From an optimization exercise on the open Yosys and OpenROAD flow, aimed at a short achievable clock period and few clock cycles per item; shortcuts taken in it are not production practice.
The RTL was checked by simulation tests, not by an equivalence proof against the original design.
Power figures rest on the tool's default switching activity, not on a simulated workload.

## design/flow/design.v

```verilog
`timescale 1ns/10ps
`default_nettype none
package rv_isa_pkg;
  localparam int XLEN = 32;
  typedef logic [XLEN-1:0] word_t;
  localparam int REG_AW = 5;
  typedef logic [REG_AW-1:0] reg_idx_t;
  localparam logic [6:0] OP_LOAD   = 7'b0000011;
  localparam logic [6:0] OP_STORE  = 7'b0100011;
  localparam logic [6:0] OP_BRANCH = 7'b1100011;
  localparam logic [6:0] OP_JALR   = 7'b1100111;
  localparam logic [6:0] OP_JAL    = 7'b1101111;
  localparam logic [6:0] OP_IMM    = 7'b0010011;
  localparam logic [6:0] OP_REG    = 7'b0110011;
  localparam logic [6:0] OP_SYSTEM = 7'b1110011;
  localparam logic [6:0] OP_AUIPC  = 7'b0010111;
  localparam logic [6:0] OP_LUI    = 7'b0110111;
  typedef struct packed {
    logic [6:0] funct7;
    reg_idx_t   rs2;
    reg_idx_t   rs1;
    logic [2:0] funct3;
    reg_idx_t   rd;
    logic [6:0] opcode;
  } r_fmt_t;
  typedef struct packed {
    logic [11:0] imm;
    reg_idx_t    rs1;
    logic [2:0]  funct3;
    reg_idx_t    rd;
    logic [6:0]  opcode;
  } i_fmt_t;
  typedef struct packed {
    logic [6:0] imm_hi;
    reg_idx_t   rs2;
    reg_idx_t   rs1;
    logic [2:0] funct3;
    logic [4:0] imm_lo;
    logic [6:0] opcode;
  } s_fmt_t;
  typedef struct packed {
    logic       imm_12;
    logic [5:0] imm_10_5;
    reg_idx_t   rs2;
    reg_idx_t   rs1;
    logic [2:0] funct3;
    logic [3:0] imm_4_1;
    logic       imm_11;
    logic [6:0] opcode;
  } b_fmt_t;
  typedef struct packed {
    logic [19:0] imm;
    reg_idx_t    rd;
    logic [6:0]  opcode;
  } u_fmt_t;
  typedef struct packed {
    logic       imm_20;
    logic [9:0] imm_10_1;
    logic       imm_11;
    logic [7:0] imm_19_12;
    reg_idx_t   rd;
    logic [6:0] opcode;
  } j_fmt_t;
  typedef union packed {
    r_fmt_t r_fmt;
    i_fmt_t i_fmt;
    s_fmt_t s_fmt;
    b_fmt_t b_fmt;
    u_fmt_t u_fmt;
    j_fmt_t j_fmt;
  } inst_t;
endpackage
`default_nettype wire
`timescale 1ns/10ps
`default_nettype none
package rv_ctrl_pkg;
  localparam int ALU_OP_W = 4;
  localparam logic [ALU_OP_W-1:0] ALU_ADD    = 4'd0;
  localparam logic [ALU_OP_W-1:0] ALU_SUB    = 4'd1;
  localparam logic [ALU_OP_W-1:0] ALU_AND    = 4'd2;
  localparam logic [ALU_OP_W-1:0] ALU_OR     = 4'd3;
  localparam logic [ALU_OP_W-1:0] ALU_XOR    = 4'd4;
  localparam logic [ALU_OP_W-1:0] ALU_SLL    = 4'd5;
  localparam logic [ALU_OP_W-1:0] ALU_SRL    = 4'd6;
  localparam logic [ALU_OP_W-1:0] ALU_SRA    = 4'd7;
  localparam logic [ALU_OP_W-1:0] ALU_SLT    = 4'd8;
  localparam logic [ALU_OP_W-1:0] ALU_SLTU   = 4'd9;
  localparam logic [ALU_OP_W-1:0] ALU_PASS_B = 4'd10;
  localparam logic [ALU_OP_W-1:0] ALU_LINK   = 4'd11;
  localparam int BR_OP_W = 3;
  localparam logic [BR_OP_W-1:0] BR_NONE = 3'd0;
  localparam logic [BR_OP_W-1:0] BR_EQ   = 3'd1;
  localparam logic [BR_OP_W-1:0] BR_NE   = 3'd2;
  localparam logic [BR_OP_W-1:0] BR_LT   = 3'd3;
  localparam logic [BR_OP_W-1:0] BR_GE   = 3'd4;
  localparam logic [BR_OP_W-1:0] BR_LTU  = 3'd5;
  localparam logic [BR_OP_W-1:0] BR_GEU  = 3'd6;
  localparam int FWD_W = 2;
  localparam logic [FWD_W-1:0] FWD_REG = 2'd0;
  localparam logic [FWD_W-1:0] FWD_MEM = 2'd1;
  localparam logic [FWD_W-1:0] FWD_WB  = 2'd2;
  localparam logic [31:0] NOP_WORD = 32'h0000_0013;
endpackage
`default_nettype wire
`timescale 1ns/10ps
`default_nettype none
module rv_regfile (
  input  logic                 clk,
  input  logic                 rst,
  input  rv_isa_pkg::reg_idx_t rs1,
  input  rv_isa_pkg::reg_idx_t rs2,
  input  rv_isa_pkg::reg_idx_t rd,
  input  rv_isa_pkg::word_t    rd_data,
  input  logic                 we,
  output rv_isa_pkg::word_t    rs1_data,
  output rv_isa_pkg::word_t    rs2_data
);
  rv_isa_pkg::word_t regs [1:2**rv_isa_pkg::REG_AW-1];
  function automatic rv_isa_pkg::word_t read_port(input rv_isa_pkg::reg_idx_t idx);
    if (idx == '0) begin
      read_port = '0;
    end else if (we && idx == rd) begin
      read_port = rd_data;
    end else begin
      read_port = regs[idx];
    end
  endfunction
  always_ff @(posedge clk) begin
    if (rst) begin
      for (int i = 1; i < 2**rv_isa_pkg::REG_AW; i++) begin
        regs[i] <= '0;
      end
    end else if (we) begin
      regs[rd] <= rd_data;
    end
  end
  always_comb begin
    rs1_data = read_port(rs1);
    rs2_data = read_port(rs2);
  end
endmodule
`default_nettype wire
`timescale 1ns/10ps
`default_nettype none
module rv_decoder (
  input  rv_isa_pkg::inst_t                inst,
  output rv_isa_pkg::reg_idx_t             rd,
  output rv_isa_pkg::reg_idx_t             rs1,
  output rv_isa_pkg::reg_idx_t             rs2,
  output rv_isa_pkg::word_t                imm,
  output logic [rv_ctrl_pkg::ALU_OP_W-1:0] alu_op,
  output logic [rv_ctrl_pkg::BR_OP_W-1:0]  br_op,
  output logic                             use_imm,
  output logic                             a_is_pc,
  output logic                             reg_we,
  output logic                             mem_rd,
  output logic                             mem_we,
  output logic                             is_jump,
  output logic                             is_jalr,
  output logic                             is_ecall
);
  logic [6:0] funct7;
  logic [2:0] funct3;
  logic       valid;
  function automatic logic [rv_ctrl_pkg::ALU_OP_W-1:0] alu_from_f3(input logic [2:0] f3, input logic alt);
    case (f3)
      3'b000:  alu_from_f3 = alt ? rv_ctrl_pkg::ALU_SUB : rv_ctrl_pkg::ALU_ADD;
      3'b001:  alu_from_f3 = rv_ctrl_pkg::ALU_SLL;
      3'b010:  alu_from_f3 = rv_ctrl_pkg::ALU_SLT;
      3'b011:  alu_from_f3 = rv_ctrl_pkg::ALU_SLTU;
      3'b100:  alu_from_f3 = rv_ctrl_pkg::ALU_XOR;
      3'b101:  alu_from_f3 = alt ? rv_ctrl_pkg::ALU_SRA : rv_ctrl_pkg::ALU_SRL;
      3'b110:  alu_from_f3 = rv_ctrl_pkg::ALU_OR;
      default: alu_from_f3 = rv_ctrl_pkg::ALU_AND;
    endcase
  endfunction
  assign funct7 = inst.r_fmt.funct7;
  assign funct3 = inst.r_fmt.funct3;
  always_comb begin
    rd       = inst.r_fmt.rd;
    rs1      = '0;
    rs2      = '0;
    imm      = '0;
    alu_op   = rv_ctrl_pkg::ALU_ADD;
    br_op    = rv_ctrl_pkg::BR_NONE;
    use_imm  = 1'b0;
    a_is_pc  = 1'b0;
    reg_we   = 1'b0;
    mem_rd   = 1'b0;
    mem_we   = 1'b0;
    is_jump  = 1'b0;
    is_jalr  = 1'b0;
    is_ecall = 1'b0;
    valid    = 1'b1;
    case (inst.r_fmt.opcode)
      rv_isa_pkg::OP_REG: begin
        rs1    = inst.r_fmt.rs1;
        rs2    = inst.r_fmt.rs2;
        reg_we = 1'b1;
        alu_op = alu_from_f3(funct3, funct7[5]);
        valid  = funct7 == 7'h00 ||
                 (funct7 == 7'h20 && (funct3 == 3'b000 || funct3 == 3'b101));
      end
      rv_isa_pkg::OP_IMM: begin
        rs1     = inst.i_fmt.rs1;
        imm     = {{20{inst.i_fmt.imm[11]}}, inst.i_fmt.imm};
        use_imm = 1'b1;
        reg_we  = 1'b1;
        alu_op  = alu_from_f3(funct3, funct3 == 3'b101 && funct7[5]);
        if (funct3 == 3'b001) begin
          valid = funct7 == 7'h00;
        end else if (funct3 == 3'b101) begin
          valid = funct7 == 7'h00 || funct7 == 7'h20;
        end
      end
      rv_isa_pkg::OP_LOAD: begin
        rs1     = inst.i_fmt.rs1;
        imm     = {{20{inst.i_fmt.imm[11]}}, inst.i_fmt.imm};
        use_imm = 1'b1;
        reg_we  = 1'b1;
        mem_rd  = 1'b1;
        valid   = funct3 == 3'b010;
      end
      rv_isa_pkg::OP_STORE: begin
        rs1     = inst.s_fmt.rs1;
        rs2     = inst.s_fmt.rs2;
        imm     = {{20{inst.s_fmt.imm_hi[6]}}, inst.s_fmt.imm_hi, inst.s_fmt.imm_lo};
        use_imm = 1'b1;
        mem_we  = 1'b1;
        valid   = funct3 == 3'b010;
      end
      rv_isa_pkg::OP_BRANCH: begin
        rs1 = inst.b_fmt.rs1;
        rs2 = inst.b_fmt.rs2;
        imm = {{19{inst.b_fmt.imm_12}}, inst.b_fmt.imm_12, inst.b_fmt.imm_11,
               inst.b_fmt.imm_10_5, inst.b_fmt.imm_4_1, 1'b0};
        case (funct3)
          3'b000:  br_op = rv_ctrl_pkg::BR_EQ;
          3'b001:  br_op = rv_ctrl_pkg::BR_NE;
          3'b100:  br_op = rv_ctrl_pkg::BR_LT;
          3'b101:  br_op = rv_ctrl_pkg::BR_GE;
          3'b110:  br_op = rv_ctrl_pkg::BR_LTU;
          3'b111:  br_op = rv_ctrl_pkg::BR_GEU;
          default: valid = 1'b0;
        endcase
      end
      rv_isa_pkg::OP_JAL: begin
        imm     = {{11{inst.j_fmt.imm_20}}, inst.j_fmt.imm_20, inst.j_fmt.imm_19_12,
                   inst.j_fmt.imm_11, inst.j_fmt.imm_10_1, 1'b0};
        alu_op  = rv_ctrl_pkg::ALU_LINK;
        a_is_pc = 1'b1;
        reg_we  = 1'b1;
        is_jump = 1'b1;
      end
      rv_isa_pkg::OP_JALR: begin
        rs1     = inst.i_fmt.rs1;
        imm     = {{20{inst.i_fmt.imm[11]}}, inst.i_fmt.imm};
        alu_op  = rv_ctrl_pkg::ALU_LINK;
        a_is_pc = 1'b1;
        reg_we  = 1'b1;
        is_jump = 1'b1;
        is_jalr = 1'b1;
        valid   = funct3 == 3'b000;
      end
      rv_isa_pkg::OP_LUI: begin
        imm     = {inst.u_fmt.imm, 12'h000};
        alu_op  = rv_ctrl_pkg::ALU_PASS_B;
        use_imm = 1'b1;
        reg_we  = 1'b1;
      end
      rv_isa_pkg::OP_AUIPC: begin
        imm     = {inst.u_fmt.imm, 12'h000};
        use_imm = 1'b1;
        a_is_pc = 1'b1;
        reg_we  = 1'b1;
      end
      rv_isa_pkg::OP_SYSTEM: begin
        is_ecall = inst == 32'h0000_0073;
        valid    = is_ecall;
      end
      default: valid = 1'b0;
    endcase
    if (!valid) begin
      rs1     = '0;
      rs2     = '0;
      br_op   = rv_ctrl_pkg::BR_NONE;
      reg_we  = 1'b0;
      mem_rd  = 1'b0;
      mem_we  = 1'b0;
      is_jump = 1'b0;
      is_jalr = 1'b0;
    end
    if (rd == '0) begin
      reg_we = 1'b0;
      mem_rd = 1'b0;
    end
  end
endmodule
`default_nettype wire
`timescale 1ns/10ps
`default_nettype none
module rv_add32 (
  input  logic [31:0] a,
  input  logic [31:0] b,
  input  logic        cin,
  output logic [31:0] s
);
  logic [31:0] g [6];
  logic [31:0] p [6];
  always_comb begin
    g[0] = a & b;
    p[0] = a ^ b;
    g[0][0] = (a[0] & b[0]) | ((a[0] ^ b[0]) & cin);
    for (int l = 0; l < 5; l++) begin
      for (int i = 0; i < 32; i++) begin
        if (i >= (1 << l)) begin
          g[l+1][i] = g[l][i] | (p[l][i] & g[l][i-(1<<l)]);
          p[l+1][i] = p[l][i] & p[l][i-(1<<l)];
        end else begin
          g[l+1][i] = g[l][i];
          p[l+1][i] = p[l][i];
        end
      end
    end
    s = (a ^ b) ^ {g[5][30:0], cin};
  end
endmodule
module rv_cmp32 (
  input  logic [31:0] a,
  input  logic [31:0] b,
  output logic        eq,
  output logic        lt,
  output logic        ltu
);
  logic [30:0] l [6];
  logic [30:0] e [6];
  always_comb begin
    l[0] = ~a[30:0] & b[30:0];
    e[0] = ~(a[30:0] ^ b[30:0]);
    for (int k = 0; k < 5; k++) begin
      for (int i = 0; i < 31; i++) begin
        if (i % (2 << k) == 0 && i + (1 << k) < 31) begin
          l[k+1][i] = l[k][i+(1<<k)] | (e[k][i+(1<<k)] & l[k][i]);
          e[k+1][i] = e[k][i+(1<<k)] & e[k][i];
        end else begin
          l[k+1][i] = l[k][i];
          e[k+1][i] = e[k][i];
        end
      end
    end
    eq  = (a[31] == b[31]) && e[5][0];
    ltu = (!a[31] && b[31]) || ((a[31] == b[31]) && l[5][0]);
    lt  = (a[31] && !b[31]) || ((a[31] == b[31]) && l[5][0]);
  end
endmodule
`default_nettype wire
`timescale 1ns/10ps
`default_nettype none
module rv_hazard (
  input  rv_isa_pkg::reg_idx_t          d_rs1,
  input  rv_isa_pkg::reg_idx_t          d_rs2,
  input  rv_isa_pkg::reg_idx_t          x_rs1,
  input  rv_isa_pkg::reg_idx_t          x_rs2,
  input  rv_isa_pkg::reg_idx_t          x_rd,
  input  rv_isa_pkg::reg_idx_t          m_rd,
  input  rv_isa_pkg::reg_idx_t          w_rd,
  input  logic                          x_mem_rd,
  input  logic                          m_reg_we,
  input  logic                          w_reg_we,
  input  logic                          redirect,
  output logic [rv_ctrl_pkg::FWD_W-1:0] fwd_a,
  output logic [rv_ctrl_pkg::FWD_W-1:0] fwd_b,
  output logic                          stall,
  output logic                          flush_d,
  output logic                          flush_x
);
  logic load_use;
  function automatic logic [rv_ctrl_pkg::FWD_W-1:0] fwd_sel(input rv_isa_pkg::reg_idx_t rs);
    if (m_reg_we && m_rd == rs) begin
      fwd_sel = rv_ctrl_pkg::FWD_MEM;
    end else if (w_reg_we && w_rd == rs) begin
      fwd_sel = rv_ctrl_pkg::FWD_WB;
    end else begin
      fwd_sel = rv_ctrl_pkg::FWD_REG;
    end
  endfunction
  always_comb begin
    fwd_a    = fwd_sel(x_rs1);
    fwd_b    = fwd_sel(x_rs2);
    load_use = x_mem_rd && (x_rd == d_rs1 || x_rd == d_rs2);
    stall    = load_use && !redirect;
    flush_d  = redirect;
    flush_x  = redirect || load_use;
  end
endmodule
`default_nettype wire
`timescale 1ns/10ps
`default_nettype none
module rv_core #(
  parameter rv_isa_pkg::word_t RESET_PC = 32'h0000_0100
) (
  input  logic              clk,
  input  logic              rst,
  output rv_isa_pkg::word_t imem_addr,
  input  rv_isa_pkg::word_t imem_data,
  output rv_isa_pkg::word_t dmem_addr,
  output rv_isa_pkg::word_t dmem_wdata,
  output logic              dmem_we,
  input  rv_isa_pkg::word_t dmem_rdata,
  output logic              halt,
  output rv_isa_pkg::word_t trace_pc,
  output rv_isa_pkg::word_t trace_inst
);
  localparam logic [6:0] OP_LOAD   = 7'b0000011;
  localparam logic [6:0] OP_STORE  = 7'b0100011;
  localparam logic [6:0] OP_BRANCH = 7'b1100011;
  localparam logic [6:0] OP_JALR   = 7'b1100111;
  localparam logic [6:0] OP_JAL    = 7'b1101111;
  localparam logic [6:0] OP_IMM    = 7'b0010011;
  localparam logic [6:0] OP_REG    = 7'b0110011;
  localparam logic [6:0] OP_AUIPC  = 7'b0010111;
  localparam logic [6:0] OP_LUI    = 7'b0110111;
  localparam int R_ADD = 0;
  localparam int R_SUB = 1;
  localparam int R_AND = 2;
  localparam int R_OR  = 3;
  localparam int R_XOR = 4;
  localparam int R_SLL = 5;
  localparam int R_SRL = 6;
  localparam int R_SLT = 7;
  localparam int R_SLTU = 8;
  localparam int R_ALT = 9;
  localparam int R_W   = 10;
  logic        x_redirect;
  logic        d_redirect;
  logic [31:0] d_redirect_pc;
  logic [31:0] x_redirect_pc;
  logic [31:0] pc;
  logic [31:0] f_inst;
  logic        f_is_jal;
  logic        f_is_br;
  logic        f_take;
  logic [31:0] f_imm;
  logic [31:0] f_tgt;
  logic [31:0] pc_next;
  assign imem_addr = pc;
  assign f_inst    = imem_data;
  localparam int BP_AW = 5;
  localparam int BP_N  = 2**BP_AW;
  localparam int JP_AW = 3;
  localparam int JP_N  = 2**JP_AW;
  logic [2:0]  bt_cnt  [BP_N];
  logic [2:0]  bt_trip [BP_N];
  logic        bt_tv   [BP_N];
  logic        bt_back [BP_N];
  logic [1:0]  bt_ctr  [BP_N];
  logic        bt_cv   [BP_N];
  logic        jt_v    [JP_N];
  logic [31:1] jt_tgt  [JP_N];
  logic [BP_AW-1:0] f_bidx;
  logic [JP_AW-1:0] f_jidx;
  logic        f_is_jalr;
  logic        f_br_take;
  logic [31:0] f_ptgt;
  assign f_bidx = pc[BP_AW+1:2];
  assign f_jidx = pc[JP_AW+1:2];
  localparam int LV_N = 8;
  logic        lv_v   [LV_N];
  logic [1:0]  lv_tag [LV_N];
  logic [31:1] lv_val [LV_N];
  logic [4:0]  f_rs1;
  logic        f_lv_hit;
  assign f_rs1    = f_inst[19:15];
  assign f_lv_hit = lv_v[f_rs1[2:0]] && lv_tag[f_rs1[2:0]] == f_rs1[4:3] &&
                    f_inst[31:20] == 12'd0;
  assign f_ptgt   = f_lv_hit ? {lv_val[f_rs1[2:0]], 1'b0} : {jt_tgt[f_jidx], 1'b0};
  logic f_lp_ok;
  logic d_addi;
  logic d_lp_zero;
  logic [31:0] d_lp_k;
  assign d_addi    = d_we && d_op == OP_IMM && d_f3 == 3'b000 && !d_fwd1;
  assign d_lp_k    = d_op1 ^ d_imm;
  assign d_lp_zero = !d_lp_k[0] && (d_lp_k[31:1] == (d_op1[30:0] | d_imm[30:0]));
  assign f_lp_ok   = d_addi && f_inst[24:20] == 5'd0 && f_inst[14:13] == 2'b00 &&
                     f_inst[19:15] == d_rd;
  always_comb begin
    f_is_jal  = f_inst[6:0] == OP_JAL;
    f_is_br   = f_inst[6:0] == OP_BRANCH && f_inst[14:13] != 2'b01;
    f_is_jalr = f_inst[6:0] == OP_JALR && f_inst[14:12] == 3'b000;
    if (f_lp_ok)
      f_br_take = f_inst[12] ^ d_lp_zero;
    else if (f_inst[31])
      f_br_take = bt_back[f_bidx];
    else if (bt_cv[f_bidx])
      f_br_take = bt_ctr[f_bidx][1];
    else
      f_br_take = f_inst[14:12] == 3'b001 || f_inst[14:12] == 3'b101;
    f_take = f_is_jal || (f_is_br && f_br_take) || (f_is_jalr && (f_lv_hit || jt_v[f_jidx]));
    if (f_inst[2])
      f_imm = {{12{f_inst[31]}}, f_inst[19:12], f_inst[20], f_inst[30:21], 1'b0};
    else
      f_imm = {{20{f_inst[31]}}, f_inst[7], f_inst[30:25], f_inst[11:8], 1'b0};
    f_tgt = f_is_jalr ? f_ptgt : pc + f_imm;
  end
  always_comb begin
    if (x_redirect)      pc_next = x_redirect_pc;
    else if (d_redirect) pc_next = d_redirect_pc;
    else if (f_take)     pc_next = f_tgt;
    else             pc_next = pc + 32'd4;
  end
  always_ff @(posedge clk) begin
    if (rst) pc <= RESET_PC;
    else     pc <= pc_next;
  end
  logic        d_valid;
  logic [31:0] d_pc;
  logic [31:0] d_inst;
  logic        d_pred;
  logic [31:1] d_ptgt;
  logic [31:0] d_ftgt;
  always_ff @(posedge clk) begin
    if (rst || x_redirect || d_redirect) begin
      d_valid <= 1'b0;
    end else begin
      d_valid <= 1'b1;
    end
  end
  always_ff @(posedge clk) begin
    d_pc   <= pc;
    d_inst <= f_inst;
    d_pred <= f_take;
    d_ptgt <= f_ptgt[31:1];
    d_ftgt <= f_tgt;
  end
  logic [6:0]  d_op;
  logic [2:0]  d_f3;
  logic [6:0]  d_f7;
  logic [4:0]  d_rd;
  logic [4:0]  d_rs1;
  logic [4:0]  d_rs2;
  logic        d_ok;
  logic        d_use1;
  logic        d_use2;
  logic        d_use_imm;
  logic        d_we;
  logic        d_load;
  logic        d_store;
  logic        d_is_br;
  logic        d_is_jalr;
  logic        d_ecall;
  logic [31:0] d_imm;
  logic [R_W-1:0] d_rsel;
  logic        d_link;
  logic        d_auipc;
  logic [31:0] d_target;
  logic [31:0] d_pc4;
  logic [31:0] d_alt;
  assign d_op  = d_inst[6:0];
  assign d_f3  = d_inst[14:12];
  assign d_f7  = d_inst[31:25];
  assign d_rd  = d_inst[11:7];
  always_comb begin
    d_ok      = 1'b0;
    d_use1    = 1'b0;
    d_use2    = 1'b0;
    d_use_imm = 1'b0;
    d_we      = 1'b0;
    d_load    = 1'b0;
    d_store   = 1'b0;
    d_is_br   = 1'b0;
    d_is_jalr = 1'b0;
    d_ecall   = 1'b0;
    d_imm     = {{20{d_inst[31]}}, d_inst[31:20]};
    d_rsel    = '0;
    d_link    = 1'b0;
    d_auipc   = 1'b0;
    case (d_op)
      OP_REG: begin
        d_ok   = d_f7 == 7'h00 || (d_f7 == 7'h20 && (d_f3 == 3'b000 || d_f3 == 3'b101));
        d_use1 = 1'b1;
        d_use2 = 1'b1;
        d_we   = 1'b1;
      end
      OP_IMM: begin
        d_ok      = d_f3 == 3'b001 ? d_f7 == 7'h00 :
                    d_f3 == 3'b101 ? (d_f7 == 7'h00 || d_f7 == 7'h20) : 1'b1;
        d_use1    = 1'b1;
        d_use_imm = 1'b1;
        d_we      = 1'b1;
      end
      OP_LOAD: begin
        d_ok      = d_f3 == 3'b010;
        d_use1    = 1'b1;
        d_use_imm = 1'b1;
        d_we      = 1'b1;
        d_load    = 1'b1;
      end
      OP_STORE: begin
        d_ok      = d_f3 == 3'b010;
        d_use1    = 1'b1;
        d_use2    = 1'b1;
        d_use_imm = 1'b1;
        d_store   = 1'b1;
        d_imm     = {{20{d_inst[31]}}, d_inst[31:25], d_inst[11:7]};
      end
      OP_BRANCH: begin
        d_ok    = d_f3[2:1] != 2'b01;
        d_use1  = 1'b1;
        d_use2  = 1'b1;
        d_is_br = 1'b1;
        d_imm   = {{20{d_inst[31]}}, d_inst[7], d_inst[30:25], d_inst[11:8], 1'b0};
      end
      OP_JAL: begin
        d_ok      = 1'b1;
        d_we      = 1'b1;
        d_imm     = {{12{d_inst[31]}}, d_inst[19:12], d_inst[20], d_inst[30:21], 1'b0};
        d_link    = 1'b1;
      end
      OP_JALR: begin
        d_ok      = d_f3 == 3'b000;
        d_use1    = 1'b1;
        d_use_imm = 1'b1;
        d_we      = 1'b1;
        d_is_jalr = 1'b1;
        d_link    = 1'b1;
      end
      OP_LUI: begin
        d_ok      = 1'b1;
        d_we      = 1'b1;
        d_imm     = {d_inst[31:12], 12'h000};
      end
      OP_AUIPC: begin
        d_ok      = 1'b1;
        d_we      = 1'b1;
        d_use_imm = 1'b1;
        d_imm     = {d_inst[31:12], 12'h000};
        d_auipc   = 1'b1;
      end
      default: begin
        d_ok    = 1'b0;
        d_ecall = d_inst == 32'h0000_0073;
      end
    endcase
    if (d_op == OP_REG || d_op == OP_IMM) begin
      case (d_f3)
        3'b000: d_rsel[(d_op == OP_REG && d_f7[5]) ? R_SUB : R_ADD] = 1'b1;
        3'b001: d_rsel[R_SLL]  = 1'b1;
        3'b010: d_rsel[R_SLT]  = 1'b1;
        3'b011: d_rsel[R_SLTU] = 1'b1;
        3'b100: d_rsel[R_XOR]  = 1'b1;
        3'b101: d_rsel[R_SRL]  = 1'b1;
        3'b110: d_rsel[R_OR]   = 1'b1;
        default: d_rsel[R_AND] = 1'b1;
      endcase
    end else if (d_op == OP_LUI || d_op == OP_JAL || d_op == OP_JALR) begin
      d_rsel[R_ALT] = 1'b1;
    end else begin
      d_rsel[R_ADD] = 1'b1;
    end
    if (!d_ok || !d_valid) begin
      d_use1    = 1'b0;
      d_use2    = 1'b0;
      d_we      = 1'b0;
      d_load    = 1'b0;
      d_store   = 1'b0;
      d_is_br   = 1'b0;
      d_is_jalr = 1'b0;
    end
    if (!d_valid) d_ecall = 1'b0;
    if (d_rd == 5'd0) begin
      d_we   = 1'b0;
      d_load = 1'b0;
    end
  end
  assign d_rs1 = d_use1 ? d_inst[19:15] : 5'd0;
  assign d_rs2 = d_use2 ? d_inst[24:20] : 5'd0;
  assign d_target = d_ftgt;
  assign d_pc4    = d_pc + 32'd4;
  assign d_alt    = d_link ? d_pc4 : d_imm;
  logic [4:0]  w_rd;
  logic [31:0] w_data;
  logic        w_we;
  logic [4:0]  f_rs1i;
  logic [4:0]  f_rs2i;
  logic [31:0] rf1;
  logic [31:0] rf2;
  logic [31:0] d_rf1;
  logic [31:0] d_rf2;
  assign f_rs1i = f_inst[19:15];
  assign f_rs2i = f_inst[24:20];
  rv_regfile i_rv_regfile (
    .clk      (clk),
    .rst      (rst),
    .rs1      (f_rs1i),
    .rs2      (f_rs2i),
    .rd       (w_rd),
    .rd_data  (w_data),
    .we       (w_we),
    .rs1_data (rf1),
    .rs2_data (rf2)
  );
  always_ff @(posedge clk) begin
    d_rf1 <= rf1;
    d_rf2 <= rf2;
  end
  logic [31:0] m_result;
  logic [4:0]  m_rd;
  logic        m_we;
  logic        m_load;
  logic [31:0] m_wbval;
  logic [31:0] d_op1;
  logic [31:0] d_op2;
  logic        x_we;
  logic        x_load;
  logic [4:0]  x_rd;
  assign m_wbval = m_load ? dmem_rdata : m_result;
  logic d_fx1, d_fx2;
  logic d_fm1, d_fm2;
  logic d_fw1, d_fw2;
  always_ff @(posedge clk) begin
    d_fx1 <= d_we && d_rd == f_rs1i;
    d_fx2 <= d_we && d_rd == f_rs2i;
    d_fm1 <= x_we && x_rd == f_rs1i;
    d_fm2 <= x_we && x_rd == f_rs2i;
    d_fw1 <= m_we && m_rd == f_rs1i;
    d_fw2 <= m_we && m_rd == f_rs2i;
  end
  assign d_op1 = d_fm1 ? m_wbval : (d_fw1 ? w_data : d_rf1);
  assign d_op2 = d_fm2 ? m_wbval : (d_fw2 ? w_data : d_rf2);
  logic d_fwd1;
  logic d_fwd2;
  assign d_fwd1 = d_fx1;
  assign d_fwd2 = d_fx2;
  logic d_eq;
  logic d_lt;
  logic d_ltu;
  logic d_cond;
  logic d_br_res;
  logic d_pred_fix;
  rv_cmp32 i_cmp_d (.a(d_op1), .b(d_op2), .eq(d_eq), .lt(d_lt), .ltu(d_ltu));
  always_comb begin
    case (d_f3[2:1])
      2'b00:   d_cond = d_eq;
      2'b10:   d_cond = d_lt;
      default: d_cond = d_ltu;
    endcase
    d_cond = d_cond ^ d_f3[0];
  end
  assign d_br_res      = d_is_br && !d_fwd1 && !d_fwd2;
  assign d_pred_fix    = d_br_res ? d_cond : d_pred;
  assign d_redirect    = d_br_res && d_cond != d_pred;
  assign d_redirect_pc = d_cond ? d_target : d_pc4;
  logic        x_valid;
  logic        x_store;
  logic        x_is_br;
  logic        x_is_jalr;
  logic        x_ecall;
  logic        x_pred;
  logic [31:1] x_ptgt;
  logic [2:0]  x_f3;
  logic [31:0] x_pc;
  logic [31:0] x_inst;
  logic [31:0] x_a;
  logic [31:0] x_b;
  logic [31:0] x_sd;
  logic        x_fa;
  logic        x_fb;
  logic        x_fsd;
  logic        x_fla;
  logic        x_flb;
  logic        x_flsd;
  logic [31:0] x_alt;
  logic [31:0] x_target;
  logic [31:0] x_pc4;
  logic [R_W-1:0] x_rsel;
  logic        x_sra;
  logic        x_sub;
  logic [2:0]  x_bsel;
  logic        x_binv;
  logic [31:0] x_rpc;
  logic        d_sub;
  assign d_sub = d_op == OP_REG && d_f3 == 3'b000 && d_f7[5];
  logic d_kill;
  assign d_kill = !d_valid || x_redirect;
  always_ff @(posedge clk) begin
    if (rst || d_kill) begin
      x_valid   <= 1'b0;
      x_we      <= 1'b0;
      x_load    <= 1'b0;
      x_store   <= 1'b0;
      x_is_br   <= 1'b0;
      x_is_jalr <= 1'b0;
      x_ecall   <= 1'b0;
    end else begin
      x_valid   <= 1'b1;
      x_we      <= d_we;
      x_load    <= d_load;
      x_store   <= d_store;
      x_is_br   <= d_is_br;
      x_is_jalr <= d_is_jalr;
      x_ecall   <= d_ecall;
    end
  end
  always_ff @(posedge clk) begin
    x_pred   <= d_pred_fix;
    x_ptgt   <= d_ptgt;
    x_f3     <= d_f3;
    x_pc     <= d_pc;
    x_inst   <= d_inst;
    x_rd     <= d_rd;
    x_a      <= d_auipc ? d_pc : d_op1;
    x_b      <= d_use_imm ? d_imm : (d_sub ? ~d_op2 : d_op2);
    x_sd     <= d_op2;
    x_fa     <= d_fwd1 && d_use1 && !x_load;
    x_fb     <= d_fwd2 && !d_use_imm && !x_load;
    x_fsd    <= d_fwd2 && !x_load;
    x_fla    <= d_fwd1 && d_use1 && x_load;
    x_flb    <= d_fwd2 && !d_use_imm && x_load;
    x_flsd   <= d_fwd2 && x_load;
    x_alt    <= d_alt;
    x_target <= d_target;
    x_pc4    <= d_pc4;
    x_rsel   <= d_rsel;
    x_sra    <= d_f7[5];
    x_sub    <= d_sub;
    x_bsel   <= {d_f3[2] & d_f3[1], d_f3[2] & !d_f3[1], !d_f3[2]};
    x_binv   <= d_f3[0] ^ d_pred_fix;
    x_rpc    <= d_ecall ? d_pc : (d_pred_fix ? d_pc4 : d_target);
  end
  logic [31:0] a;
  logic [31:0] b;
  logic [31:0] sd;
  logic [31:0] ld;
  logic [31:0] sum00, sum10, sum01, sum11, sumL0, sum0L, sumLL;
  logic [31:0] dif01, dif0L;
  logic [31:0] sum;
  logic        eq00, eq10, eq01, eqL0, eq0L;
  logic        lt00, lt10, lt01, ltL0, lt0L;
  logic        ltu00, ltu10, ltu01, ltuL0, ltu0L;
  logic        eq;
  logic        lt;
  logic        ltu;
  logic        cond_raw;
  logic        x_mispredict;
  logic [31:0] shl;
  logic [31:0] shr;
  logic [31:0] x_result;
  assign ld = dmem_rdata;
  assign a  = x_fa  ? m_result : (x_fla  ? ld : x_a);
  assign b  = x_fb  ? m_result : (x_flb  ? ld : x_b);
  assign sd = x_fsd ? m_result : (x_flsd ? ld : x_sd);
  rv_add32 i_add00 (.a(x_a),      .b(x_b),       .cin(x_sub), .s(sum00));
  rv_add32 i_add10 (.a(m_result), .b(x_b),       .cin(x_sub), .s(sum10));
  rv_add32 i_add01 (.a(x_a),      .b(m_result),  .cin(1'b0),  .s(sum01));
  rv_add32 i_dif01 (.a(x_a),      .b(~m_result), .cin(1'b1),  .s(dif01));
  rv_add32 i_add11 (.a(m_result), .b(m_result),  .cin(1'b0),  .s(sum11));
  rv_add32 i_addL0 (.a(ld),       .b(x_b),       .cin(x_sub), .s(sumL0));
  rv_add32 i_add0L (.a(x_a),      .b(ld),        .cin(1'b0),  .s(sum0L));
  rv_add32 i_dif0L (.a(x_a),      .b(~ld),       .cin(1'b1),  .s(dif0L));
  rv_add32 i_addLL (.a(ld),       .b(ld),        .cin(1'b0),  .s(sumLL));
  always_comb begin
    case ({x_fa, x_fla, x_fb, x_flb})
      4'b1000: sum = sum10;
      4'b0010: sum = x_sub ? dif01 : sum01;
      4'b1010: sum = x_sub ? 32'd0 : sum11;
      4'b0100: sum = sumL0;
      4'b0001: sum = x_sub ? dif0L : sum0L;
      4'b0101: sum = x_sub ? 32'd0 : sumLL;
      default: sum = sum00;
    endcase
  end
  rv_cmp32 i_cmp00 (.a(x_a),      .b(x_b),      .eq(eq00), .lt(lt00), .ltu(ltu00));
  rv_cmp32 i_cmp10 (.a(m_result), .b(x_b),      .eq(eq10), .lt(lt10), .ltu(ltu10));
  rv_cmp32 i_cmp01 (.a(x_a),      .b(m_result), .eq(eq01), .lt(lt01), .ltu(ltu01));
  rv_cmp32 i_cmpL0 (.a(ld),       .b(x_b),      .eq(eqL0), .lt(ltL0), .ltu(ltuL0));
  rv_cmp32 i_cmp0L (.a(x_a),      .b(ld),       .eq(eq0L), .lt(lt0L), .ltu(ltu0L));
  always_comb begin
    case ({x_fa, x_fla, x_fb, x_flb})
      4'b1000: begin eq = eq10; lt = lt10; ltu = ltu10; end
      4'b0010: begin eq = eq01; lt = lt01; ltu = ltu01; end
      4'b0100: begin eq = eqL0; lt = ltL0; ltu = ltuL0; end
      4'b0001: begin eq = eq0L; lt = lt0L; ltu = ltu0L; end
      4'b1010, 4'b0101: begin eq = 1'b1; lt = 1'b0; ltu = 1'b0; end
      default: begin eq = eq00; lt = lt00; ltu = ltu00; end
    endcase
  end
  assign shl = a << b[4:0];
  assign shr = $signed({x_sra & a[31], a}) >>> b[4:0];
  always_comb begin
    x_result = '0;
    if (x_rsel[R_ADD] || x_rsel[R_SUB]) x_result = x_result | sum;
    if (x_rsel[R_AND])  x_result = x_result | (a & b);
    if (x_rsel[R_OR])   x_result = x_result | (a | b);
    if (x_rsel[R_XOR])  x_result = x_result | (a ^ b);
    if (x_rsel[R_SLL])  x_result = x_result | shl;
    if (x_rsel[R_SRL])  x_result = x_result | shr;
    if (x_rsel[R_SLT])  x_result = x_result | {31'd0, lt};
    if (x_rsel[R_SLTU]) x_result = x_result | {31'd0, ltu};
    if (x_rsel[R_ALT])  x_result = x_result | x_alt;
  end
  assign cond_raw = (x_bsel[0] & eq) | (x_bsel[1] & lt) | (x_bsel[2] & ltu);
  function automatic logic jalr_check(input logic [31:0] ra, input logic [31:0] rb,
                                      input logic [31:1] pt);
    logic [31:1] jk;
    logic [30:1] jco;
    jk  = ra[31:1] ^ rb[31:1] ^ pt;
    jco = (ra[30:1] & rb[30:1]) | ((ra[30:1] ^ rb[30:1]) & jk[30:1]);
    jalr_check = (jk[1] == (ra[0] & rb[0])) && (jco == jk[31:2]);
  endfunction
  logic jalr_ok;
  logic jalr_ok_x;
  logic jalr_ok_m;
  logic jalr_ok_l;
  assign jalr_ok_x = jalr_check(x_a, x_b, x_ptgt);
  assign jalr_ok_m = jalr_check(m_result, x_b, x_ptgt);
  assign jalr_ok_l = jalr_check(ld, x_b, x_ptgt);
  assign jalr_ok   = x_fa ? jalr_ok_m : (x_fla ? jalr_ok_l : jalr_ok_x);
  assign x_mispredict = x_is_br && (cond_raw ^ x_binv);
  assign x_redirect   = x_ecall || (x_is_jalr && !(x_pred && jalr_ok)) || x_mispredict;
  assign x_redirect_pc = x_is_jalr ? {sum[31:1], 1'b0} : x_rpc;
  logic x_link;
  assign x_link = x_rsel[R_ALT] && (x_inst[6:0] == OP_JAL || x_inst[6:0] == OP_JALR);
  always_ff @(posedge clk) begin
    if (rst) begin
      for (int i = 0; i < LV_N; i++) lv_v[i] <= 1'b0;
    end else if (x_we) begin
      if (x_link)
        lv_v[x_rd[2:0]] <= 1'b1;
      else if (lv_tag[x_rd[2:0]] == x_rd[4:3])
        lv_v[x_rd[2:0]] <= 1'b0;
    end
  end
  always_ff @(posedge clk) begin
    if (x_we && x_link) begin
      lv_tag[x_rd[2:0]] <= x_rd[4:3];
      lv_val[x_rd[2:0]] <= x_pc4[31:1];
    end
  end
  logic             m_bu;
  logic             m_back;
  logic             m_taken;
  logic [BP_AW-1:0] m_bidx;
  logic             m_ju;
  logic [JP_AW-1:0] m_jidx;
  logic [31:1]      m_jtgt;
  always_ff @(posedge clk) begin
    if (rst) begin
      m_bu <= 1'b0;
      m_ju <= 1'b0;
    end else begin
      m_bu <= x_is_br;
      m_ju <= x_is_jalr;
    end
  end
  logic             w_bu;
  logic             w_back;
  logic [BP_AW-1:0] w_bidx;
  logic [2:0]       w_cnt;
  logic [2:0]       w_trip;
  logic             w_tv;
  logic             w_bk;
  logic [1:0]       w_ctr;
  logic [BP_AW-1:0] x_bidx;
  logic             xw_hit;
  logic [2:0]       m_cnt;
  logic [2:0]       m_trip;
  logic             m_tv;
  logic [1:0]       m_ctr;
  assign x_bidx = x_pc[BP_AW+1:2];
  assign xw_hit = w_bu && w_bidx == x_bidx;
  always_ff @(posedge clk) begin
    m_back  <= x_inst[31];
    m_taken <= cond_raw ^ x_f3[0];
    m_bidx  <= x_bidx;
    m_jidx  <= x_pc[JP_AW+1:2];
    m_jtgt  <= sum[31:1];
    m_cnt   <= (xw_hit && w_back) ? w_cnt  : bt_cnt[x_bidx];
    m_trip  <= (xw_hit && w_back) ? w_trip : bt_trip[x_bidx];
    m_tv    <= (xw_hit && w_back) ? w_tv   : bt_tv[x_bidx];
    m_ctr   <= (xw_hit && !w_back) ? w_ctr :
               bt_cv[x_bidx] ? bt_ctr[x_bidx] :
               (x_f3 == 3'b001 || x_f3 == 3'b101) ? 2'd2 : 2'd1;
  end
  logic       mw_hit;
  logic [2:0] u_cnt;
  logic [2:0] u_trip;
  logic       u_tv;
  logic [1:0] u_ctr;
  logic [2:0] n_cnt;
  logic [2:0] n_trip;
  logic       n_tv;
  logic [1:0] n_ctr;
  logic       n_back;
  assign mw_hit = w_bu && w_bidx == m_bidx;
  assign u_cnt  = (mw_hit && w_back) ? w_cnt  : m_cnt;
  assign u_trip = (mw_hit && w_back) ? w_trip : m_trip;
  assign u_tv   = (mw_hit && w_back) ? w_tv   : m_tv;
  assign u_ctr  = (mw_hit && !w_back) ? w_ctr : m_ctr;
  always_comb begin
    n_cnt  = u_cnt;
    n_trip = u_trip;
    n_tv   = u_tv;
    if (m_taken) begin
      if (u_cnt != 3'd7) n_cnt = u_cnt + 3'd1;
      else               n_tv  = 1'b0;
    end else begin
      n_cnt  = 3'd0;
      n_trip = u_cnt + 3'd1;
      n_tv   = u_cnt != 3'd7;
    end
    n_back = !n_tv || ({1'b0, n_cnt} + 4'd1 < {1'b0, n_trip});
    if (m_taken) n_ctr = u_ctr == 2'd3 ? 2'd3 : u_ctr + 2'd1;
    else         n_ctr = u_ctr == 2'd0 ? 2'd0 : u_ctr - 2'd1;
  end
  always_ff @(posedge clk) begin
    if (rst) w_bu <= 1'b0;
    else     w_bu <= m_bu;
  end
  always_ff @(posedge clk) begin
    w_back <= m_back;
    w_bidx <= m_bidx;
    w_cnt  <= n_cnt;
    w_trip <= n_trip;
    w_tv   <= n_tv;
    w_bk   <= n_back;
    w_ctr  <= n_ctr;
  end
  always_ff @(posedge clk) begin
    if (rst) begin
      for (int i = 0; i < BP_N; i++) begin
        bt_cnt[i]  <= 3'd0;
        bt_tv[i]   <= 1'b0;
        bt_back[i] <= 1'b1;
        bt_cv[i]   <= 1'b0;
      end
    end else if (w_bu) begin
      if (w_back) begin
        bt_cnt[w_bidx]  <= w_cnt;
        bt_tv[w_bidx]   <= w_tv;
        bt_back[w_bidx] <= w_bk;
      end else begin
        bt_cv[w_bidx]   <= 1'b1;
      end
    end
  end
  always_ff @(posedge clk) begin
    if (w_bu && w_back)  bt_trip[w_bidx] <= w_trip;
    if (w_bu && !w_back) bt_ctr[w_bidx]  <= w_ctr;
  end
  always_ff @(posedge clk) begin
    if (rst) begin
      for (int i = 0; i < JP_N; i++) jt_v[i] <= 1'b0;
    end else if (m_ju) begin
      jt_v[m_jidx] <= 1'b1;
    end
  end
  always_ff @(posedge clk) begin
    if (m_ju) jt_tgt[m_jidx] <= m_jtgt;
  end
  logic        m_valid;
  logic        m_store;
  logic        m_ecall;
  logic [31:0] m_pc;
  logic [31:0] m_inst;
  logic [31:0] m_sd;
  always_ff @(posedge clk) begin
    if (rst) begin
      m_valid <= 1'b0;
      m_we    <= 1'b0;
      m_load  <= 1'b0;
      m_store <= 1'b0;
      m_ecall <= 1'b0;
    end else begin
      m_valid <= x_valid;
      m_we    <= x_we;
      m_load  <= x_load;
      m_store <= x_store;
      m_ecall <= x_ecall;
    end
  end
  always_ff @(posedge clk) begin
    m_result <= x_result;
    m_sd     <= sd;
    m_rd     <= x_rd;
    m_pc     <= x_pc;
    m_inst   <= x_inst;
  end
  assign dmem_addr  = m_result;
  assign dmem_wdata = m_sd;
  assign dmem_we    = m_store;
  logic [31:0] w_pc;
  logic [31:0] w_inst;
  logic        w_ecall;
  always_ff @(posedge clk) begin
    if (rst) begin
      w_pc    <= '0;
      w_we    <= 1'b0;
      w_ecall <= 1'b0;
    end else begin
      w_pc    <= m_valid ? m_pc : 32'd0;
      w_we    <= m_we;
      w_ecall <= m_ecall;
    end
  end
  always_ff @(posedge clk) begin
    w_data <= m_wbval;
    w_rd   <= m_rd;
    w_inst <= m_inst;
  end
  assign halt       = w_ecall;
  assign trace_pc   = w_pc;
  assign trace_inst = w_inst;
endmodule
`default_nettype wire
```

## design/flow/run.sh

```bash
#!/bin/bash
# synth_recipe.tcl (not shown) runs the flow's synth.tcl, then flattens the netlist and writes it again
# the make line also repeats each setting of config.mk as NAME=value (left out here)
make -C /OpenROAD-flow-scripts/flow DESIGN_CONFIG=/design/flow/config.mk WORK_HOME=/design/flow/orfs CLKGATE_MAP_FILE= SYNTH_SCRIPT=/design/flow/synth_recipe.tcl finish
```

## design/flow/config.mk

```make
export PLATFORM = sky130hd
export DESIGN_NAME = rv_core
export DESIGN_NICKNAME = rv_core
export VERILOG_FILES = /design/flow/design.v
export SDC_FILE = /design/flow/constraint.sdc
export NUM_CORES = 4
export LEC_CHECK = 0
export ABC_CLOCK_PERIOD_IN_PS = 3000
export CAP_MARGIN = 20
export CORE_MARGIN = 2
export CORE_UTILIZATION = 40
export SETUP_SLACK_MARGIN = 5
export SLEW_MARGIN = 20
```

## design/flow/constraint.sdc

```tcl
create_clock -name core_clock -period 8.0 [get_ports {clk}]
set_input_delay 1.6000 -clock core_clock [delete_from_list [all_inputs] [get_ports {clk}]]
set_output_delay 1.6000 -clock core_clock [all_outputs]
set_load 0.01 [all_outputs]
```

==> results of run 1 <==
metrics by stage:
step           instance area (sq um)   util  instances
3_5_place_dp                  157000  0.430      16800
5_1_grt                       189000  0.518      18300
6_report                      189000  0.519      18300
3_3_place_gp                  157000  0.430      16800
2_1_floorplan                 150000      -      12200
4_1_cts                       183000  0.502      18000
per-layer routing:
| layer | track usage | vias up |
|---|---|---|
| met3 | 0.0745 | 1718 |
| li1 | - | 47400 |
| met4 | 0.225 | 22 |
| met5 | 0 | - |
| met1 | 0.476 | 59000 |
| met2 | 0.553 | 7776 |
what timing repair did:
action,in CTS,in global routing
cloned,82,37
gates resized for setup,3017,602
setup endpoints to repair,1895,509
pin swaps,366,217
setup buffers,594,272
report_power, final:
group | switching, mW | leakage, nW | internal, mW
Combinational | 10.3 | 39.3 | 6.47
Clock | 6.22 | 4.93 | 8.14
Sequential | 1.29 | 25.8 | 16.1
Total | 17.8 | 70.0 | 30.7
registers in the layout (all words and copies together), names as in the netlist, 64 cells and up:
name and flops:
jt_tgt 248, lv_val 248, bt_cnt 96, bt_trip 96
i_rv_regfile.regs 1024, bt_ctr 64
worst max path at each step:
stage	start	to	slack, ns	cells after the start
after floorplan	imem_data[21]	pc[29]$_SDFF_PP0_	2.91	20
after CTS	d_inst[6]$_DFF_P_	pc[14]$_SDFF_PP0_	3.36	21
after global placement	dmem_rdata[17]	x_rpc[15]$_DFF_P_	0.80	16
after global routing	d_inst[6]$_DFF_P_	pc[2]$_SDFF_PP0_	3.24	23
final	d_inst[6]$_DFF_P_	pc[2]$_SDFF_PP0_	3.27	23
after detailed placement	dmem_rdata[17]	x_rpc[20]$_DFF_P_	0.77	16
layout by cell type, fill, tap and decap left out, drive strengths merged, types with 69 or more instances in the layout:
cell type	Yosys	layout
edfxtp	1832	1832
buf	205	1556
and2	1170	1170
dfxtp	904	904
nor2	819	820
mux4	770	770
nand2	745	746
a21oi	607	607
o21ai	589	589
ha	556	556
mux2i	491	491
clkbuf	676	433
inv	386	364
xnor2	280	280
a211oi	214	214
xor2	151	151
nor3	137	137
clkinv	4	118
nor2b	108	108
nand3	104	106
fa	101	101
o211ai	98	98
o21a	91	92
a221oi	80	80
nand2b	79	79
nand4	74	74
nor4	71	71
mux2	69	69
critical path: cells and delay by family (launching register included):
family                   cells  cell delay, ns
adder cells (fa/ha/maj)      1            0.22
AO/OA/AOI/OAI                3            0.57
XOR/XNOR                     2            0.29
flip-flops                   1            0.34
multiplexers                 3            0.48
buffers and inverters        5            0.84
AND/OR/NAND/NOR              9            1.81
cell usage after synthesis, drive strengths merged (17+ instances only):
cell type / count / area [sq um]
a2111oi: 17 / 174
a211o: 19 / 166
a211oi: 214 / 1640
a21o: 45 / 338
a21oi: 607 / 3050
a221o: 36 / 360
a221oi: 80 / 713
a22oi: 34 / 255
a2bb2oi: 39 / 342
a31oi: 38 / 238
and2: 1170 / 7320
and3: 64 / 405
buf: 205 / 945
clkbuf: 676 / 2540
dfxtp: 904 / 18100
edfxtp: 1832 / 55000
fa: 101 / 2020
ha: 556 / 6960
inv: 386 / 1450
mux2: 69 / 777
mux2i: 491 / 4910
mux4: 770 / 17300
nand2: 745 / 2800
nand2b: 79 / 494
nand3: 104 / 521
nand4: 74 / 463
nor2: 819 / 3080
nor2b: 108 / 676
nor3: 137 / 686
nor3b: 17 / 133
nor4: 71 / 459
o2111ai: 22 / 193
o211ai: 98 / 746
o21a: 91 / 683
o21ai: 589 / 2950
o21bai: 34 / 255
o221ai: 35 / 307
o22ai: 54 / 338
o31ai: 41 / 313
or2: 17 / 106
or3: 26 / 163
xnor2: 280 / 2450
xor2: 151 / 1330
layout make-up:
| cell class | count | area [sq um] | area share |
|---|---|---|---|
| clock buffers | 398 | 8350 | 0.0441 |
| well taps | 4816 | 6030 | 0.0319 |
| flip-flops and latches | 2736 | 73600 | 0.389 |
| multi-input cells | 8165 | 77900 | 0.412 |
| clock inverters | 155 | 1730 | 0.00913 |
| inverters | 390 | 1740 | 0.00919 |
| repair inverters | 5 | 76.3 | 0.000403 |
| repair buffers | 1644 | 19600 | 0.104 |
| diodes | 35 | 87.6 | 0.000463 |
cell families after synthesis:
| kind of cell | share of synthesized area |
|---|---|
| XOR/XNOR | 0.0259 |
| adder cells (fa/ha/maj) | 0.0616 |
| multiplexers | 0.158 |
| AND/OR/NAND/NOR | 0.123 |
| buffers and inverters | 0.0338 |
| AO/OA/AOI/OAI | 0.0985 |
| flip-flops | 0.500 |
==> results.txt, run 1 <==
Placed design
Input and output buffers added on the ports amount to 227. At the placement stage, the worst setup path has a slack of 0.767 ns. The routability congestion estimate is 1.05. The HPWL reported at the end of detailed placement is 460 mm.

Critical path
The biggest fanout along the worst timing path is 8. The worst setup path is launched from a flop. The critical path class is reg -> reg. The launching point of the worst reg2reg path is d_inst[6]$_DFF_P_. On the worst path, the slowest cell contributes a delay of 0.41 ns. The worst endpoint required time is 8.81 ns.

Data arrives at the worst endpoint at 5.54 ns. The terminus of the critical flop-to-flop path is pc[2]$_SDFF_PP0_. The slowest stage of the critical path belongs to the cell nor3_4. The endpoint kind of the worst setup timing path is a flop.

The signal on the critical path passes through buf_6 > nand2_4 > nor4b_4 > nand2_1 > and3_4 > mux2_4 > a31oi_1 > buf_4 > ha_4 > xnor2_2 > nor4_2 > nand4_1 > nor3_4 > xor2_2 > a2111oi_4 > buf_4 > buf_12 > buf_6 > nand2_2 > o21ai_1 > mux2i_1 > mux2i_1 > nor2_1. The setup check on the worst reg-to-reg path leaves a slack of 3.27 ns. The number of cells on the worst reg-to-reg path is 23.

Logic synthesis
Synthesis inferred 2,736 register bits. The synthesized net count is 12.9k. After synthesis, the share of flip-flops with an asynchronous set or reset is 0. For this run, the number of Yosys warnings is 8. The most used flip-flop cell after synthesis is edfxtp_1. The share of the Yosys chip area taken by registers is 0.500. In this run, synthesis inferred 1,832 flip-flops with an integrated enable. The number of different library cells used by synthesis comes to 108. Each instance of the synthesized netlist takes up on average 12.0 sq um. Synthesis produced 12.2k cells. The mapped netlist covers 146,000 sq um.

Timing
Based on the critical path, the design can be clocked at up to 0.211 GHz. The final number of max-transition violations is 0. The setup-violating endpoint count in the final report is 0. Setup total negative slack on the finished layout was measured at 0 ns. The final critical-path required period is 4.73 ns. The tightest hold path in the finished design has a slack of 0.261 ns. The slew at the pin closest to its max-slew limit is 1.42 ns.

The slack of the critical path is 3.27 ns. The hold violation count in the final report is 0. The relative slew slack is 0.0526. The post-route clock period utilization is 0.592. Across the routed clock network, the largest skew measured is 0.0772 ns. Setup repair after global routing could not meet its margin everywhere.

Global routing
The first global-routing pass estimated 935 mm of wire. Across every metal layer, demand over resource in global routing totals 0.363. After global routing the overflow that remains totals 0. The via count of the first global-routing pass was 111k. The number of antenna violations at the first check in global routing is 50. The pin count of the biggest net entering global routing is 67.

Flow run
Across the run, the number of max-cap violations was 0.

Layout
In the final layout, the share of cells above drive strength 1 is 0.334. The net count of the finished layout is 14.0k. The fill cell total of the finished layout is 30.9k. Compared with the post-synthesis result, the final layout area differs by 29.4%.

Floorplan
The starting density of the core is 0.401. The number of rows created at floorplan is 222. The placeable core area is 365,000 sq um. The number of top-level pins is 228. The die covers 370,000 sq um. The overall die height is 609 microns. In this run the horizontal extent of the chip is 609 microns.

Routing
The ratio of routed vias to standard cells is 6.32. The number of iterations in the first detailed-routing pass is 6. The number of violations reported at the end of detailed-routing iteration 0 is 16.7k.

The highest routing layer actually used is met5. The met3 routed wirelength is 73.0 mm. Summing over every cut layer, the via total after detailed routing is 116k.

After detailed routing, the number of remaining DRC violations is 0. The detailed router put a total of 265 mm of wire on met1. The routed wirelength normalized by instance count is 38.2 microns. The antenna violation net count after detailed routing is 0.

After detailed routing, the total wire length is 701 mm. The met2 routed wirelength is 309 mm.

Worst hold path
The worst hold path terminates at m_inst[21]$_DFF_P_. The min-delay analysis places its worst path in the category reg -> reg. The number of cells on the worst hold path is 0.

The launch instance of the worst min-delay path is x_inst[21]$_DFF_P_.

Clock tree
The clock transition at the registers of the reported paths is 0.06 ns. In this run the deepest clock path goes through 4 buffers. The clock latency on the worst-skew pair is 0.97 ns. The clock tree synthesis step divided the H-tree into 5 levels. In this run, CTS created clock tree buffers numbering 305.

For this design, the CTS-stage hold fixing added 0 buffers. The CTS sink count is 2,736. TritonCTS built the clock tree. The clock root buffer is clkbuf_16.

Power
Summing internal, switching and leakage power gives 48.5 mW. The reported leakage power is 70.0 nW. Across the VDD grid, the largest voltage drop is 0.191 mV.

For this design the ratio of total power to cell area is 256 nW/um^2.

Outcome
The run finished with no timing, DRC or antenna violations.
Testbench counts, summed over its fixed seeds: cycles 161,516, instrs 157,230.
==> inputs of run 2 (changes only) <==
--- a/design/flow/design.v
+++ b/design/flow/design.v
@@ -434,2 +434,3 @@
   logic        x_redirect;
+  logic        x_squash;
   logic        d_redirect;
@@ -520,2 +521,3 @@
   logic [31:0] d_ftgt;
+  logic        d_fbr;
   always_ff @(posedge clk) begin
@@ -533,2 +535,3 @@
     d_ftgt <= f_tgt;
+    d_fbr  <= f_is_br;
   end
@@ -722,4 +725,4 @@
     d_fx2 <= d_we && d_rd == f_rs2i;
-    d_fm1 <= x_we && x_rd == f_rs1i;
-    d_fm2 <= x_we && x_rd == f_rs2i;
+    d_fm1 <= x_we && !x_squash && x_rd == f_rs1i;
+    d_fm2 <= x_we && !x_squash && x_rd == f_rs2i;
     d_fw1 <= m_we && m_rd == f_rs1i;
@@ -748,3 +751,3 @@
   end
-  assign d_br_res      = d_is_br && !d_fwd1 && !d_fwd2;
+  assign d_br_res      = d_valid && d_fbr && !d_fwd1 && !d_fwd2;
   assign d_pred_fix    = d_br_res ? d_cond : d_pred;
@@ -782,6 +785,8 @@
   assign d_sub = d_op == OP_REG && d_f3 == 3'b000 && d_f7[5];
-  logic d_kill;
-  assign d_kill = !d_valid || x_redirect;
   always_ff @(posedge clk) begin
-    if (rst || d_kill) begin
+    if (rst) x_squash <= 1'b0;
+    else     x_squash <= x_redirect;
+  end
+  always_ff @(posedge clk) begin
+    if (rst || !d_valid) begin
       x_valid   <= 1'b0;
@@ -917,4 +922,5 @@
   assign jalr_ok   = x_fa ? jalr_ok_m : (x_fla ? jalr_ok_l : jalr_ok_x);
-  assign x_mispredict = x_is_br && (cond_raw ^ x_binv);
-  assign x_redirect   = x_ecall || (x_is_jalr && !(x_pred && jalr_ok)) || x_mispredict;
+  assign x_mispredict = x_is_br && (cond_raw ^ x_binv) && !x_squash;
+  assign x_redirect   = ((x_ecall || (x_is_jalr && !(x_pred && jalr_ok))) && !x_squash) ||
+                        x_mispredict;
   assign x_redirect_pc = x_is_jalr ? {sum[31:1], 1'b0} : x_rpc;
@@ -925,3 +931,3 @@
       for (int i = 0; i < LV_N; i++) lv_v[i] <= 1'b0;
-    end else if (x_we) begin
+    end else if (x_we && !x_squash) begin
       if (x_link)
@@ -933,3 +939,3 @@
   always_ff @(posedge clk) begin
-    if (x_we && x_link) begin
+    if (x_we && !x_squash && x_link) begin
       lv_tag[x_rd[2:0]] <= x_rd[4:3];
@@ -950,4 +956,4 @@
     end else begin
-      m_bu <= x_is_br;
-      m_ju <= x_is_jalr;
+      m_bu <= x_is_br && !x_squash;
+      m_ju <= x_is_jalr && !x_squash;
     end
@@ -1073,7 +1079,7 @@
     end else begin
-      m_valid <= x_valid;
-      m_we    <= x_we;
-      m_load  <= x_load;
-      m_store <= x_store;
-      m_ecall <= x_ecall;
+      m_valid <= x_valid && !x_squash;
+      m_we    <= x_we && !x_squash;
+      m_load  <= x_load && !x_squash;
+      m_store <= x_store && !x_squash;
+      m_ecall <= x_ecall && !x_squash;
     end
==> run 2 against run 1 <==
Effect of this change: design area about the same; critical path type is now in -> reg; synthesized cell count down 0.12%; global-route usage up 0.67 points; die area up 0.44%; combinational power about the same; wire length up 1.3%; flip-flop and latch count up 2; register-to-register slack better by 0.08 ns; worst setup slack worse by 0.064 ns; sequential power about the same; critical endpoint is now pc[31]$_SDFF_PP0_.
==> results.txt, run 2 <==
Outcome
The run finished with no timing, DRC or antenna violations.

Power
Of the total power, the clock network draws 0.296. For this design the ratio of total power to cell area is 258 nW/um^2. The reported leakage power is 69.9 nW.

The fraction of power consumed by sequential logic is 0.356. The highest ir drop seen on vdd is 0.188 mV. The internal power of the cells is 30.8 mW. The combinational power share is 0.348. In this run the power spent charging and discharging nets is 18.0 mW. The switching share of power is 0.369.

Placed design
At the placement stage, the worst setup path has a slack of 0.716 ns. Summed over all nets, the half-perimeter wirelength after detailed placement is 458 mm. At the end of routability-driven placement, the weighted congestion stood at 1.07. The number of I/O port buffers is 227.

Logic synthesis
The synthesized-area fraction occupied by ao, oa, aoi and oai cells is 0.0946. The post-synthesis adder-cell area fraction is 0.0612. The largest area contributor in the synthesized netlist is edfxtp_1. The simple logic cell fraction of the synthesized area is 0.122. The xor-xnor portion of the synthesized cell area is 0.0255. The share of the Yosys chip area taken by registers is 0.498. The largest family of logic cells by synthesized area is multiplexers. Yosys printed 8 warnings.

The number of library cell types mapped by synthesis is 114. Synthesis produced 12.2k cells. The post-synthesis mux area share is 0.165. The dominant synthesized flop cell is edfxtp_1. Among all cell types in the netlist, the one instantiated most often is edfxtp_1. Counting flops with a built-in enable in the synthesized netlist gives 1,832. The share of flip-flops with an asynchronous set or reset is 0. When the netlist entered floorplanning its net count stood at 12.9k. The average footprint of a synthesized cell is 12.1 sq um.

By count the netlist is led by edfxtp_1 (1,832), and2_1 (1,172), dfxtp_1 (906), nor2_1 (841), mux4_2 (783). The area share of the leading cell type in the synthesized netlist is 0.375. The synthesis-stage register bit count is 2,738.

By area the synthesized netlist is led by edfxtp_1 (37%), dfxtp_1 (12%), mux4_2 (12%). The synthesized area is 147,000 sq um.

Critical path
The critical path goes through buf_4 > buf_4 > ha_1 > a2111oi_4 > o211ai_1 > a211o_4 > o21ai_4 > a21oi_2 > a2111o_1 > and4b_1 > or4_4 > a2111oi_4 > o32ai_2. The worst setup path is captured at a flop. Data arrives at the worst endpoint at 5.62 ns.

The family with the most delay on the worst path is compound AO/OA/AOI/OAI gates. The worst endpoint required time is 8.82 ns. The delay of the slowest critical-path stage is 0.79 ns.

The slowest stage of the critical path belongs to the cell a2111oi_4. STA classifies the critical path startpoint as an input port. The biggest fanout along the worst timing path is 8.

The buffering stage count on the worst path with inverters included is 2. The critical path is of the in -> reg type.

Timing
Timing would allow up to 0.208 GHz. The final number of max-transition violations is 0. The relative slew slack is 0.128. The setup-violating endpoint count in the final report is 0. Between clock sinks in the finished design, the worst skew comes to 0.0785 ns. At the pin with the least slew margin, the transition time is 1.31 ns.

The final critical-path required period is 4.80 ns. Setup repair after global routing could not meet its margin everywhere. The post-route clock period utilization is 0.600. The hold violation count in the final report is 0. The worst path meets setup with 3.20 ns of slack. For the final routed database, the setup TNS stands at 0 ns.

Floorplan
The number of top-level pins is 228. Row generation in the floorplan step produced 222 rows. The die covers 372,000 sq um.

The initial utilization of the core area, before any placement, comes to 0.402. The die is 610 microns wide. The overall die height is 610 microns.

The total area inside the core boundary comes to 366,000 sq um.

Flow run
Max-cap violations in this run came to 0.

Routing
The number of iterations in the first detailed-routing pass is 7. The routed wirelength normalized by instance count is 38.8 microns. After detailed routing, the total wire length is 710 mm. Using the TritonRoute via totals, the vias-per-cell ratio works out to 6.42. The DRC violation count after routing is 0. The total via count after detailed routing is 118k. The antenna violation net count after detailed routing is 0.

The number of violations reported at the end of detailed-routing iteration 0 is 16.9k.

Clock tree
After clock tree synthesis, the clock-pin slew on the worst setup and hold paths is 0.07 ns. For the worst-skew pair, the clock arrives at the later sink with an insertion delay of 0.97 ns. Hold repair after CTS inserted 0 buffers. The CTS tree is done.

Clock tree synthesis selected as its root buffer the cell clkbuf_16. The number of buffers on the longest clock path is 4. The number of buffers created by CTS is 306. The CTS sink count is 2,738.

CTS built an H-tree with a depth of 5.

Global routing
The combined global-route utilization of all metal layers is 0.370. Global routing finished with a remaining overflow of 0. The number of antenna violations at the first check in global routing is 75. The first global-routing pass estimated 950 mm of wire. The via count of the first global-routing pass came to 113k. The pin count of the biggest net entering global routing is 78.

Layout
The library cell used most frequently in the layout, excluding fill and tap cells, is edfxtp_1. The area of the multi-input gates is 78,600 sq um. The relative area change from synthesis to final layout is 28.8%.

For this run, the post-layout net count is 13.9k. Fill cells in the final layout number 30.8k. More flip-flops sit in one register than any other, and that register is i_rv_regfile.regs. The top cell types in the final layout, fill and taps aside, are edfxtp_1 (1,832), and2_1 (1,166), buf_4 (844). The flip-flop count of the largest register, all copies and words added is 1,024. The area occupied by registers is 73,600 sq um.

The share of cells above drive strength 1 is 0.335.

Worst hold path
The path class of the lowest-slack min-delay path is reg -> reg.
run 2: cell count changes after synthesis, sizes merged, moves of 13 or more:
cell / delta
a211oi: -63
a21oi: -13
a221oi: -17
a31oi: +16
mux2i: +73
mux4: +13
nand2: -85
nand2b: -13
nand3: +28
nor2: +22
o211ai: -19
o21ai: -16
run 2: worst register-to-register path, cell delays in order (launching register included):
cell       delay [ns]
dfxtp_2          0.57
ha_1             0.41
inv_1            0.12
a21oi_1          0.07
o31ai_1          0.65
a22oi_2          0.30
a21boi_0         0.42
o31ai_2          0.17
mux2i_1          0.19
nor2_1           0.08
or4_4            0.59
a2111oi_4        0.79
o32ai_2          0.15
run 2: power groups by stage:
stage	registers, mW	clock network [mW]	logic (mW)
2_1_floorplan	17.1	0	6.93
3_3_place_gp	17.5	0	12.5
3_5_place_dp	17.6	0	12.5
4_1_cts	17.3	14.5	15.5
5_1_grt	17.5	15.1	17.3
6_report	17.4	14.4	17.0
run 2: metrics by stage:
step	area (sq um)	cells	util	power, mW	hold slack (ns)
2_1_floorplan	150000	12200	-	24.1	0.310
3_3_place_gp	158000	16800	0.431	30.0	0.310
3_5_place_dp	158000	16800	0.432	30.1	0.312
4_1_cts	184000	18000	0.502	47.3	0.315
5_1_grt	189000	18300	0.517	49.8	0.322
6_report	189000	18300	0.517	48.8	0.313
run 2: cells by family (layout without fill, tap and decap cells):
| group | Yosys count | in the layout |
|---|---|---|
| multiplexers | 1426 | 1426 |
| other | 0 | 38 |
| buffers and inverters | 1262 | 2568 |
| AND/OR/NAND/NOR | 3479 | 3483 |
| XOR/XNOR | 426 | 426 |
| flip-flops | 2738 | 2738 |
| AO/OA/AOI/OAI | 2161 | 2164 |
| adder cells (fa/ha/maj) | 659 | 659 |
run 2: path summary, 6_finish.rpt:
| check | startpoint | to | slack, ns | cells past startpoint |
|---|---|---|---|---|
| worst min register to register | m_inst[1]$_DFF_P_ | w_inst[1]$_DFF_P_ | 0.31 | 0 |
| worst max-delay path | dmem_rdata[12] | pc[31]$_SDFF_PP0_ | 3.20 | 13 |
| worst min-delay path | m_inst[1]$_DFF_P_ | w_inst[1]$_DFF_P_ | 0.31 | 0 |
| worst max register to register | x_b[8]$_DFF_P_ | pc[31]$_SDFF_PP0_ | 3.35 | 12 |
run 2: metal layers:
| layer | share of wire | vias to the layer above | track usage |
|---|---|---|---|
| met5 | 0.00022 | - | 0 |
| met4 | 0.086 | 22 | 0.265 |
| met3 | 0.11 | 2188 | 0.0901 |
| met2 | 0.44 | 8465 | 0.561 |
| met1 | 0.36 | 59600 | 0.463 |
| li1 | - | 47300 | - |
run 2: cell type report:
class                   instances  share of cell area
multi-input cells            8158               0.416
flip-flops and latches       2738               0.389
repair buffers               1616               0.100
clock buffers                 391              0.0437
well taps                    4816              0.0319
clock inverters               174             0.00987
inverters                     386             0.00917
diodes                         38            0.000503
repair inverters                1           0.0000595
run 2: what timing repair did:
action,CTS,global route
resized for setup,2827,674
cloned,93,19
endpoints found under the setup margin,1834,835
pin swaps,333,270
buffers inserted,591,244
Testbench counts of run 2, summed over its fixed seeds: cycles 161,516, instrs 157,230.

==> afterwards: timing with drivers on the ports <==
How much do the figures lean on ideal ports? The routed layouts below were timed once more, with nothing changed but the port constraints.
Step 1: set_driving_cell puts a clkbuf_16 on clk and a buf_2 on each other input, an assumption about the parent block.
Step 2 also shifts input and output timing later by t, the mid clock arrival at the registers, as if the neighbouring blocks saw the same clock.
a / b / c = no drivers / after step 1 / after step 2; a / b = the first two.
run	t, ns	setup slack, ns	latest minus earliest clock arrival (ns)	worst register clock-pin slew, ns
run 1	1.042	3.266 / 3.266 / 2.299	0.081 / 0.081	0.08 / 0.08
run 2	1.042	3.202 / 3.271 / 2.228	0.083 / 0.083	0.09 / 0.09
After both steps setup and hold are still met in every run listed. For run 2, which loses most, drivers alone change the setup slack by +0.069 ns; drivers and shift together by -0.974 ns.
